What follows belongs to an exercise in optimizing a design on an open flow for small area and a short achievable clock period; a production flow would make more cautious choices.
Where RTL was checked, it was by simulation tests only, not by an equivalence proof against the original.

==> inputs of onyx <==
## pwl_transform_engine
module pwl_transform_engine (
  input  logic        clock,
  input  logic        rst_n,
  input  logic        tbl_wr,
  input  logic [3:0]  tbl_addr,
  input  logic [11:0] tbl_m,
  input  logic [11:0] tbl_c,
  input  logic        cal_begin,
  output logic        cal_busy,
  output logic        cal_valid,
  input  logic        in_valid,
  input  logic [11:0] indata,
  output logic        out_valid,
  output logic [11:0] outdata
);
export LEC_CHECK = 0
export ABC_AREA = 1
export CAP_MARGIN = 20
export CORE_MARGIN = 2
export CORE_UTILIZATION = 60
export SLEW_MARGIN = 20
create_clock -name core_clock -period 10.0 [get_ports {clock}]
standard.sh (not shown) runs the stock make flow with config.mk's settings and CLKGATE_MAP_FILE= SYNTH_SCRIPT=/design/flow/synth_recipe.tcl, a recipe that flattens the netlist after the stock synthesis.
==> flow/flow/run.sh <==
#!/bin/bash
# The standard layout (standard.sh: unchanged synthesis and ORFS steps) with two changes
# to how the layout is made, both set on make's command line:
# - SETUP_SLACK_MARGIN (flow/margin.txt): ORFS's timing repair aims for this much setup slack
#   at the design's clock period;
# - CTS_ARGS (flow/cts_args.txt): clock tree synthesis options (no dummy loads, buffer list).
# make's full output goes to flow_make.log here; ORFS keeps each step's log under orfs/logs/.
set -euo pipefail
MARGIN=$(cat flow/margin.txt)
CTS=$(cat flow/cts_args.txt)
sed "s|^make -C|make SETUP_SLACK_MARGIN=$MARGIN 'CTS_ARGS=$CTS' -C|" standard.sh > standard_own.sh
bash standard_own.sh > flow_make.log 2>&1
==> flow/flow/cts_args.txt <==
-sink_clustering_enable -repair_clock_nets -dont_use_dummy_load -buf_list sky130_fd_sc_hd__clkbuf_8 -sink_clustering_size 12 -sink_clustering_max_diameter 80
==> flow/flow/margin.txt <==
6.5
==> inputs of juniper, as changes to onyx <==
--- a/flow/design.v
+++ b/flow/design.v
@@ -144,16 +144,15 @@
       ac_q[i] <= (pc_q[i] & {12{fin_q & pv_q[i]}}) | (ac_q[i] & {12{hold_q}});
     end
     for (int i = 0; i < 15; i++)
       as_q[i] <= (sr_q[12*(14-i) +: 12] & {12{fin_q}}) | (as_q[i] & {12{hold_q}});
   end
   logic        v1_q, v2_q, v3_q;
   logic [11:0] x_q, m_q;
-  logic [15:0] ge_x, top, sel1, sel_q;
-  logic        zs_q;
+  logic [15:0] ge_x, top, sel1, sel_q, sels_q;
   logic        below;
   logic [11:0] m1;
   function automatic logic ge12(input logic [11:0] a, input logic [11:0] b);
     logic [11:0] g, p;
     logic [5:0]  g1, p1;
     logic [2:0]  g2, p2;
     g = a & ~b;
@@ -193,33 +192,33 @@
     for (int i = 0; i < 16; i++) top[i] = lt[i] & gtop[i/4];
     for (int i = 0; i < 16; i++) sel1[i] = vm_q & (below ? (i == 0) : top[i]);
   end
   always_ff @(posedge clock) begin
     x_q   <= indata;
     m_q   <= m1;
     sel_q <= sel1;
-    zs_q  <= below;
+    sels_q <= sel1 & {16{ge_x[0]}};
   end
   logic [11:0] off, c_sel, s_sel;
   logic [10:0] mag;
   logic        sgn;
   logic [12:0] pp0, pp1, pp2, pp3, pp4, pp5;
   logic        bo0, bo1, bo2, bo3, bo4, bo5, bt0, bt1, bt2, bt3, bt4, bt5;
   logic        bn0, bn1, bn2, bn3, bn4, bn5;
   logic [24:0] row0, row1, row2;
   logic [11:0] tlow;
   logic        c12, hz0, hz1, hn0, hn1;
   always_comb begin
     c_sel = '0;
     s_sel = '0;
     for (int i = 0; i < 16; i++) c_sel = c_sel | (ac_q[i] & {12{sel_q[i]}});
-    for (int i = 0; i < 15; i++) s_sel = s_sel | (as_q[i] & {12{sel_q[i]}});
+    for (int i = 0; i < 15; i++) s_sel = s_sel | (as_q[i] & {12{sels_q[i]}});
   end
-  assign mag = s_sel[10:0] & {11{~zs_q}};
-  assign sgn = s_sel[11] & ~zs_q;
+  assign mag = s_sel[10:0];
+  assign sgn = s_sel[11];
   logic sop0, sop1, sop2, sop3, sop4, sop5, sop6, sop7,
         sop8, sop9, sop10, sop11, sog0, sog1, sog2, sog3,
         sog4, sog5, sog6, sog7, sog8, sog9, sog10, sog11,
         soG0i, soG0_1, soG0_2, soP0_2, soG0_3, soP0_3, soG0_4, soP0_4,
         soG0_5, soP0_5, soG0_6, soP0_6, soG0_7, soP0_7, soG0_8, soP0_8,
         soG0_9, soP0_9, soG0_10, soP0_10, soG0_11, soP0_11, soG1_2, soG1_3,
         soG1_4, soP1_4, soG1_5, soP1_5, soG1_6, soP1_6, soG1_7, soP1_7,
==> flow/flow/cts_args.txt (replaced) <==
-sink_clustering_enable -repair_clock_nets -dont_use_dummy_load -buf_list sky130_fd_sc_hd__clkbuf_8
--- a/flow/config.mk
+++ b/flow/config.mk
@@ -4,9 +4,9 @@
 export VERILOG_FILES = /design/flow/design.v
 export SDC_FILE = /design/flow/constraint.sdc
 export NUM_CORES = 4
 export LEC_CHECK = 0
 export ABC_AREA = 1
 export CAP_MARGIN = 20
 export CORE_MARGIN = 2
-export CORE_UTILIZATION = 60
+export CORE_UTILIZATION = 70
 export SLEW_MARGIN = 20
==> notes <==
- In juniper the first-iteration DRC count is larger than in onyx, by 12%.
- Of onyx and juniper, juniper has the higher global-route usage (gap 6.4 points).
- Of juniper and onyx, onyx has the higher hold slack (gap 0.025 ns).
- Between onyx and juniper, the lower utilization is in onyx (gap 10 points).
The RTL of onyx was laid out without a check of its function.

---

==> job 7164: inputs <==
pwl_transform_engine with an RTL version that a note above also has.
Settings: LEC_CHECK=0, ABC_AREA=1, CAP_MARGIN=20, CORE_MARGIN=2, CORE_UTILIZATION=60, SLEW_MARGIN=20; clock period 10.0 ns.
==> flow/flow/cts_args.txt <==
-sink_clustering_enable -repair_clock_nets -dont_use_dummy_load -buf_list sky130_fd_sc_hd__clkbuf_8
==> flow/flow/margin.txt <==
6.7
Scripts as last shown in full above: flow/flow/run.sh
==> inputs of job 515, as changes to job 7164 <==
--- a/flow/design.v
+++ b/flow/design.v
@@ -8,83 +8,89 @@
   input  logic        cal_begin,
   output logic        cal_busy,
   output logic        cal_valid,
   input  logic        in_valid,
   input  logic [11:0] indata,
   output logic        out_valid,
   output logic [11:0] outdata
 );
-  logic        busy_q, pre_a_q, pre_b_q, pre_c_q, div_q, finm_q, holdm_q, fin_q, hold_q;
+  logic        busy_q, pre_0_q, pre_a_q, pre_b_q, pre_c_q, div_q, finm_q, fin_q, hold_q;
   logic        vm_q, valid_q;
   logic [3:0]  cnt_q, seg_q;
   logic [15:0] rsel_q;
   logic        start, seg_end, last_seg, adv, radv;
   assign start    = cal_begin & ~busy_q;
   assign seg_end  = div_q & (cnt_q == 4'd11);
   assign last_seg = seg_q == 4'd14;
   assign adv      = pre_b_q | (div_q & (cnt_q == 4'd10));
   assign radv     = pre_a_q | (div_q & (cnt_q == 4'd9));
   always_ff @(posedge clock or negedge rst_n) begin
     if (!rst_n) begin
       busy_q  <= 1'b0;
+      pre_0_q <= 1'b0;
       pre_a_q <= 1'b0;
       pre_b_q <= 1'b0;
       pre_c_q <= 1'b0;
       div_q   <= 1'b0;
       finm_q  <= 1'b0;
-      holdm_q <= 1'b1;
       fin_q   <= 1'b0;
       hold_q  <= 1'b1;
       vm_q    <= 1'b0;
       valid_q <= 1'b0;
       cnt_q   <= '0;
       seg_q   <= '0;
     end else begin
-      pre_a_q <= start;
+      pre_0_q <= start;
+      pre_a_q <= pre_0_q;
       pre_b_q <= pre_a_q;
       pre_c_q <= pre_b_q;
       if (pre_c_q)                  div_q <= 1'b1;
       else if (seg_end && last_seg) div_q <= 1'b0;
       finm_q  <= div_q & last_seg & (cnt_q == 4'd10);
-      holdm_q <= ~(div_q & last_seg & (cnt_q == 4'd10));
       fin_q   <= finm_q;
       hold_q  <= ~finm_q;
       if (start)      busy_q <= 1'b1;
       else if (fin_q) busy_q <= 1'b0;
       if (finm_q) vm_q <= 1'b1;
       if (fin_q)  valid_q <= 1'b1;
       if (div_q) cnt_q <= seg_end ? 4'd0 : cnt_q + 4'd1;
       if (start)        seg_q <= '0;
       else if (seg_end) seg_q <= seg_q + 4'd1;
     end
   end
   logic [11:0] pm_q [16];
   logic [11:0] pc_q [16];
   logic [15:0] pv_q;
   always_ff @(posedge clock or negedge rst_n) begin
     if (!rst_n) pv_q <= '0;
+    else if (pre_0_q) pv_q <= '1;
     else if (tbl_wr && !busy_q) pv_q[tbl_addr] <= 1'b1;
   end
+  logic [11:0] wm, wc;
+  assign wm = tbl_m & {12{~busy_q}};
+  assign wc = tbl_c & {12{~busy_q}};
   always_ff @(posedge clock) begin
-    if (tbl_wr && !busy_q) begin
-      pm_q[tbl_addr] <= tbl_m;
-      pc_q[tbl_addr] <= tbl_c;
+    for (int i = 0; i < 16; i++) begin
+      if ((tbl_wr && !busy_q && tbl_addr == 4'(i)) || (pre_0_q && !pv_q[i])) begin
+        pm_q[i] <= wm;
+        pc_q[i] <= wc;
+      end
     end
   end
   always_ff @(posedge clock) begin
     if (start)     rsel_q <= 16'd1;
     else if (radv) rsel_q <= {rsel_q[14:0], rsel_q[15]};
   end
   logic [11:0] rd_m, rd_c, rd_m_q, rd_c_q, pr_m_q, pr_c_q;
   always_comb begin
     rd_m = '0;
     rd_c = '0;
     for (int i = 0; i < 16; i++) begin
-      if (rsel_q[i] && pv_q[i]) begin
+      if (rsel_q[i]) begin
         rd_m = rd_m | pm_q[i];
         rd_c = rd_c | pc_q[i];
       end
     end
   end
   always_ff @(posedge clock) begin
     rd_m_q <= rd_m;
     rd_c_q <= rd_c;
@@ -135,25 +141,26 @@
   end
   logic [179:0] sr_q;
   always_ff @(posedge clock) sr_q <= {sr_q[178:0], bit_in};
   logic [11:0] am_q [16];
   logic [11:0] ac_q [16];
   logic [11:0] as_q [15];
   always_ff @(posedge clock) begin
     for (int i = 0; i < 16; i++) begin
-      am_q[i] <= (pm_q[i] & {12{finm_q & pv_q[i]}}) | (am_q[i] & {12{holdm_q}});
-      ac_q[i] <= (pc_q[i] & {12{fin_q & pv_q[i]}}) | (ac_q[i] & {12{hold_q}});
+      if (finm_q) am_q[i] <= pm_q[i];
+      if (fin_q)  ac_q[i] <= pc_q[i];
     end
     for (int i = 0; i < 15; i++)
       as_q[i] <= (sr_q[12*(14-i) +: 12] & {12{fin_q}}) | (as_q[i] & {12{hold_q}});
   end
   logic        v1_q, v2_q, v3_q;
   logic [11:0] x_q, m_q;
-  logic [15:0] ge_x, top, sel1, sel_q, sels_q;
+  logic [15:0] ge_x, top, sel1, sel_q;
+  logic        zs_q;
   logic        below;
   logic [11:0] m1;
   function automatic logic ge12(input logic [11:0] a, input logic [11:0] b);
     logic [11:0] g, p;
     logic [5:0]  g1, p1;
     logic [2:0]  g2, p2;
     g = a & ~b;
     p = a | ~b;
@@ -191,35 +198,35 @@
     for (int g = 0; g < 4; g++) m1 = m1 | (mg[g] & {12{gtop[g]}});
     for (int i = 0; i < 16; i++) top[i] = lt[i] & gtop[i/4];
     for (int i = 0; i < 16; i++) sel1[i] = vm_q & (below ? (i == 0) : top[i]);
   end
   always_ff @(posedge clock) begin
     x_q   <= indata;
     m_q   <= m1;
     sel_q <= sel1;
-    sels_q <= sel1 & {16{ge_x[0]}};
+    zs_q  <= below;
   end
   logic [11:0] off, c_sel, s_sel;
   logic [10:0] mag;
   logic        sgn;
   logic [12:0] pp0, pp1, pp2, pp3, pp4, pp5;
   logic        bo0, bo1, bo2, bo3, bo4, bo5, bt0, bt1, bt2, bt3, bt4, bt5;
   logic        bn0, bn1, bn2, bn3, bn4, bn5;
   logic [24:0] row0, row1, row2;
   logic [11:0] tlow;
   logic        c12, hz0, hz1, hn0, hn1;
   always_comb begin
     c_sel = '0;
     s_sel = '0;
     for (int i = 0; i < 16; i++) c_sel = c_sel | (ac_q[i] & {12{sel_q[i]}});
-    for (int i = 0; i < 15; i++) s_sel = s_sel | (as_q[i] & {12{sels_q[i]}});
+    for (int i = 0; i < 15; i++) s_sel = s_sel | (as_q[i] & {12{sel_q[i]}});
   end
-  assign mag = s_sel[10:0];
-  assign sgn = s_sel[11];
+  assign mag = s_sel[10:0] & {11{~zs_q}};
+  assign sgn = s_sel[11] & ~zs_q;
   logic sop0, sop1, sop2, sop3, sop4, sop5, sop6, sop7,
         sop8, sop9, sop10, sop11, sog0, sog1, sog2, sog3,
         sog4, sog5, sog6, sog7, sog8, sog9, sog10, sog11,
         soG0i, soG0_1, soG0_2, soP0_2, soG0_3, soP0_3, soG0_4, soP0_4,
         soG0_5, soP0_5, soG0_6, soP0_6, soG0_7, soP0_7, soG0_8, soP0_8,
         soG0_9, soP0_9, soG0_10, soP0_10, soG0_11, soP0_11, soG1_2, soG1_3,
         soG1_4, soP1_4, soG1_5, soP1_5, soG1_6, soP1_6, soG1_7, soP1_7,
         soG1_8, soP1_8, soG1_9, soP1_9, soG1_10, soP1_10, soG1_11, soP1_11,
==> flow/flow/margin.txt (replaced) <==
6.4
==> inputs of job 1275, as changes to job 7164 <==
--- a/flow/design.v
+++ b/flow/design.v
@@ -8,83 +8,89 @@
   input  logic        cal_begin,
   output logic        cal_busy,
   output logic        cal_valid,
   input  logic        in_valid,
   input  logic [11:0] indata,
   output logic        out_valid,
   output logic [11:0] outdata
 );
-  logic        busy_q, pre_a_q, pre_b_q, pre_c_q, div_q, finm_q, holdm_q, fin_q, hold_q;
+  logic        busy_q, pre_0_q, pre_a_q, pre_b_q, pre_c_q, div_q, finm_q, fin_q, hold_q;
   logic        vm_q, valid_q;
   logic [3:0]  cnt_q, seg_q;
   logic [15:0] rsel_q;
   logic        start, seg_end, last_seg, adv, radv;
   assign start    = cal_begin & ~busy_q;
   assign seg_end  = div_q & (cnt_q == 4'd11);
   assign last_seg = seg_q == 4'd14;
   assign adv      = pre_b_q | (div_q & (cnt_q == 4'd10));
   assign radv     = pre_a_q | (div_q & (cnt_q == 4'd9));
   always_ff @(posedge clock or negedge rst_n) begin
     if (!rst_n) begin
       busy_q  <= 1'b0;
+      pre_0_q <= 1'b0;
       pre_a_q <= 1'b0;
       pre_b_q <= 1'b0;
       pre_c_q <= 1'b0;
       div_q   <= 1'b0;
       finm_q  <= 1'b0;
-      holdm_q <= 1'b1;
       fin_q   <= 1'b0;
       hold_q  <= 1'b1;
       vm_q    <= 1'b0;
       valid_q <= 1'b0;
       cnt_q   <= '0;
       seg_q   <= '0;
     end else begin
-      pre_a_q <= start;
+      pre_0_q <= start;
+      pre_a_q <= pre_0_q;
       pre_b_q <= pre_a_q;
       pre_c_q <= pre_b_q;
       if (pre_c_q)                  div_q <= 1'b1;
       else if (seg_end && last_seg) div_q <= 1'b0;
       finm_q  <= div_q & last_seg & (cnt_q == 4'd10);
-      holdm_q <= ~(div_q & last_seg & (cnt_q == 4'd10));
       fin_q   <= finm_q;
       hold_q  <= ~finm_q;
       if (start)      busy_q <= 1'b1;
       else if (fin_q) busy_q <= 1'b0;
       if (finm_q) vm_q <= 1'b1;
       if (fin_q)  valid_q <= 1'b1;
       if (div_q) cnt_q <= seg_end ? 4'd0 : cnt_q + 4'd1;
       if (start)        seg_q <= '0;
       else if (seg_end) seg_q <= seg_q + 4'd1;
     end
   end
   logic [11:0] pm_q [16];
   logic [11:0] pc_q [16];
   logic [15:0] pv_q;
   always_ff @(posedge clock or negedge rst_n) begin
     if (!rst_n) pv_q <= '0;
+    else if (pre_0_q) pv_q <= '1;
     else if (tbl_wr && !busy_q) pv_q[tbl_addr] <= 1'b1;
   end
+  logic [11:0] wm, wc;
+  assign wm = tbl_m & {12{~busy_q}};
+  assign wc = tbl_c & {12{~busy_q}};
   always_ff @(posedge clock) begin
-    if (tbl_wr && !busy_q) begin
-      pm_q[tbl_addr] <= tbl_m;
-      pc_q[tbl_addr] <= tbl_c;
+    for (int i = 0; i < 16; i++) begin
+      if ((tbl_wr && !busy_q && tbl_addr == 4'(i)) || (pre_0_q && !pv_q[i])) begin
+        pm_q[i] <= wm;
+        pc_q[i] <= wc;
+      end
     end
   end
   always_ff @(posedge clock) begin
     if (start)     rsel_q <= 16'd1;
     else if (radv) rsel_q <= {rsel_q[14:0], rsel_q[15]};
   end
   logic [11:0] rd_m, rd_c, rd_m_q, rd_c_q, pr_m_q, pr_c_q;
   always_comb begin
     rd_m = '0;
     rd_c = '0;
     for (int i = 0; i < 16; i++) begin
-      if (rsel_q[i] && pv_q[i]) begin
+      if (rsel_q[i]) begin
         rd_m = rd_m | pm_q[i];
         rd_c = rd_c | pc_q[i];
       end
     end
   end
   always_ff @(posedge clock) begin
     rd_m_q <= rd_m;
     rd_c_q <= rd_c;
@@ -135,25 +141,26 @@
   end
   logic [179:0] sr_q;
   always_ff @(posedge clock) sr_q <= {sr_q[178:0], bit_in};
   logic [11:0] am_q [16];
   logic [11:0] ac_q [16];
   logic [11:0] as_q [15];
   always_ff @(posedge clock) begin
     for (int i = 0; i < 16; i++) begin
-      am_q[i] <= (pm_q[i] & {12{finm_q & pv_q[i]}}) | (am_q[i] & {12{holdm_q}});
-      ac_q[i] <= (pc_q[i] & {12{fin_q & pv_q[i]}}) | (ac_q[i] & {12{hold_q}});
+      if (finm_q) am_q[i] <= pm_q[i];
+      if (fin_q)  ac_q[i] <= pc_q[i];
     end
     for (int i = 0; i < 15; i++)
       as_q[i] <= (sr_q[12*(14-i) +: 12] & {12{fin_q}}) | (as_q[i] & {12{hold_q}});
   end
   logic        v1_q, v2_q, v3_q;
   logic [11:0] x_q, m_q;
-  logic [15:0] ge_x, top, sel1, sel_q, sels_q;
+  logic [15:0] ge_x, top, sel1, sel_q;
+  logic        zs_q;
   logic        below;
   logic [11:0] m1;
   function automatic logic ge12(input logic [11:0] a, input logic [11:0] b);
     logic [11:0] g, p;
     logic [5:0]  g1, p1;
     logic [2:0]  g2, p2;
     g = a & ~b;
     p = a | ~b;
@@ -191,35 +198,35 @@
     for (int g = 0; g < 4; g++) m1 = m1 | (mg[g] & {12{gtop[g]}});
     for (int i = 0; i < 16; i++) top[i] = lt[i] & gtop[i/4];
     for (int i = 0; i < 16; i++) sel1[i] = vm_q & (below ? (i == 0) : top[i]);
   end
   always_ff @(posedge clock) begin
     x_q   <= indata;
     m_q   <= m1;
     sel_q <= sel1;
-    sels_q <= sel1 & {16{ge_x[0]}};
+    zs_q  <= below;
   end
   logic [11:0] off, c_sel, s_sel;
   logic [10:0] mag;
   logic        sgn;
   logic [12:0] pp0, pp1, pp2, pp3, pp4, pp5;
   logic        bo0, bo1, bo2, bo3, bo4, bo5, bt0, bt1, bt2, bt3, bt4, bt5;
   logic        bn0, bn1, bn2, bn3, bn4, bn5;
   logic [24:0] row0, row1, row2;
   logic [11:0] tlow;
   logic        c12, hz0, hz1, hn0, hn1;
   always_comb begin
     c_sel = '0;
     s_sel = '0;
     for (int i = 0; i < 16; i++) c_sel = c_sel | (ac_q[i] & {12{sel_q[i]}});
-    for (int i = 0; i < 15; i++) s_sel = s_sel | (as_q[i] & {12{sels_q[i]}});
+    for (int i = 0; i < 15; i++) s_sel = s_sel | (as_q[i] & {12{sel_q[i]}});
   end
-  assign mag = s_sel[10:0];
-  assign sgn = s_sel[11];
+  assign mag = s_sel[10:0] & {11{~zs_q}};
+  assign sgn = s_sel[11] & ~zs_q;
   logic sop0, sop1, sop2, sop3, sop4, sop5, sop6, sop7,
         sop8, sop9, sop10, sop11, sog0, sog1, sog2, sog3,
         sog4, sog5, sog6, sog7, sog8, sog9, sog10, sog11,
         soG0i, soG0_1, soG0_2, soP0_2, soG0_3, soP0_3, soG0_4, soP0_4,
         soG0_5, soP0_5, soG0_6, soP0_6, soG0_7, soP0_7, soG0_8, soP0_8,
         soG0_9, soP0_9, soG0_10, soP0_10, soG0_11, soP0_11, soG1_2, soG1_3,
         soG1_4, soP1_4, soG1_5, soP1_5, soG1_6, soP1_6, soG1_7, soP1_7,
         soG1_8, soP1_8, soG1_9, soP1_9, soG1_10, soP1_10, soG1_11, soP1_11,
==> flow/flow/margin.txt (replaced) <==
6.5
==> flow_summary.json <==
{
  "status": "timing/DRC/antenna clean",
  "power_frac_comb": 0.040,
  "multi_input_gates": 3230,
  "cellLeakagePower_nw": 25.8,
  "path_class": "reg2reg",
  "internal_power_w": 0.00795,
  "whs_endpoint": "sr_q[165]",
  "slowest_stage": "a41oi_1",
  "tap_cells": 1254,
  "place_ws_ps": 4480
}
[end of results for job 515]
==> flow_summary.json <==
{
  "finalCritPeriodShare": 0.351,
  "place_ws_ps": 4330,
  "whs_endpoint": "sr_q[1]",
  "tap_cells": 1254,
  "switching_share": 0.218,
  "status": "timing/DRC/antenna clean",
  "slowest_stage": "dfrtp_2",
  "power_frac_comb": 0.041,
  "internal_power_w": 0.00794,
  "path_class": "reg2out"
}
[end of results for job 1275]
==> flow_summary.json <==
{
  "area_growth_syn_to_layout_pct": 15.3,
  "r2r_cells": 5,
  "root_buffer": "clkbuf_8",
  "cts_hold_buf": 0,
  "status": "timing/DRC/antenna clean",
  "tap_cells": 1265,
  "slowest_stage": "nand4_1",
  "whs_endpoint": "sr_q[173]",
  "cts_tree": "yes",
  "wl_met3_um": 29300,
  "ys_seq_area_frac": 0.564,
  "power_frac_comb": 0.027,
  "post_cts_buffers": 85,
  "internal_power_w": 0.00780,
  "multi_input_gates": 3573,
  "place_ws_ps": 4570
}
[end of results for job 7164]

==> afterwards: timing with drivers on the ports <==
The flow's constraints put no driver on any port. The routed layouts listed below were extracted and timed again, unchanged, in two steps.
Step 1 assumes that a clkbuf_16 drives the clock port and a buf_2 every other input.
Step 2, shift: input delay + t, output delay - t, t = (earliest + latest rising clock arrival at the registers) / 2. This alone moves slack from input paths to output paths.
Slacks: ideal ports / drivers / drivers and shift; pairs: ideal ports / drivers.
| run | shift t [ns] | setup WS [ns] | worst hold slack (ns) | clock arrival spread, ns | worst slew at a driven data input, ns |
|---|---|---|---|---|---|
| onyx | 0.905 | 6.385 / 6.385 / 5.658 | 0.325 / 0.325 / 0.325 | 0.088 / 0.089 | 0.08 |
| juniper | 1.004 | 6.302 / 6.302 / 5.591 | 0.301 / 0.301 / 0.301 | 0.145 / 0.145 | 0.08 |
| job 7164 | 0.946 | 6.392 / 6.392 / 5.662 | 0.301 / 0.301 / 0.301 | 0.100 / 0.100 | 0.11 |
| job 515 | 0.901 | 6.320 / 6.320 / 5.628 | 0.312 / 0.312 / 0.312 | 0.098 / 0.098 | 0.06 |
| job 1275 | 0.932 | 6.485 / 6.416 / 5.670 | 0.300 / 0.300 / 0.300 | 0.125 / 0.125 | 0.09 |
After both steps setup and hold are still met in every run listed. For job 1275, which loses most, drivers alone change the setup slack by -0.069 ns; drivers and shift together by -0.815 ns.
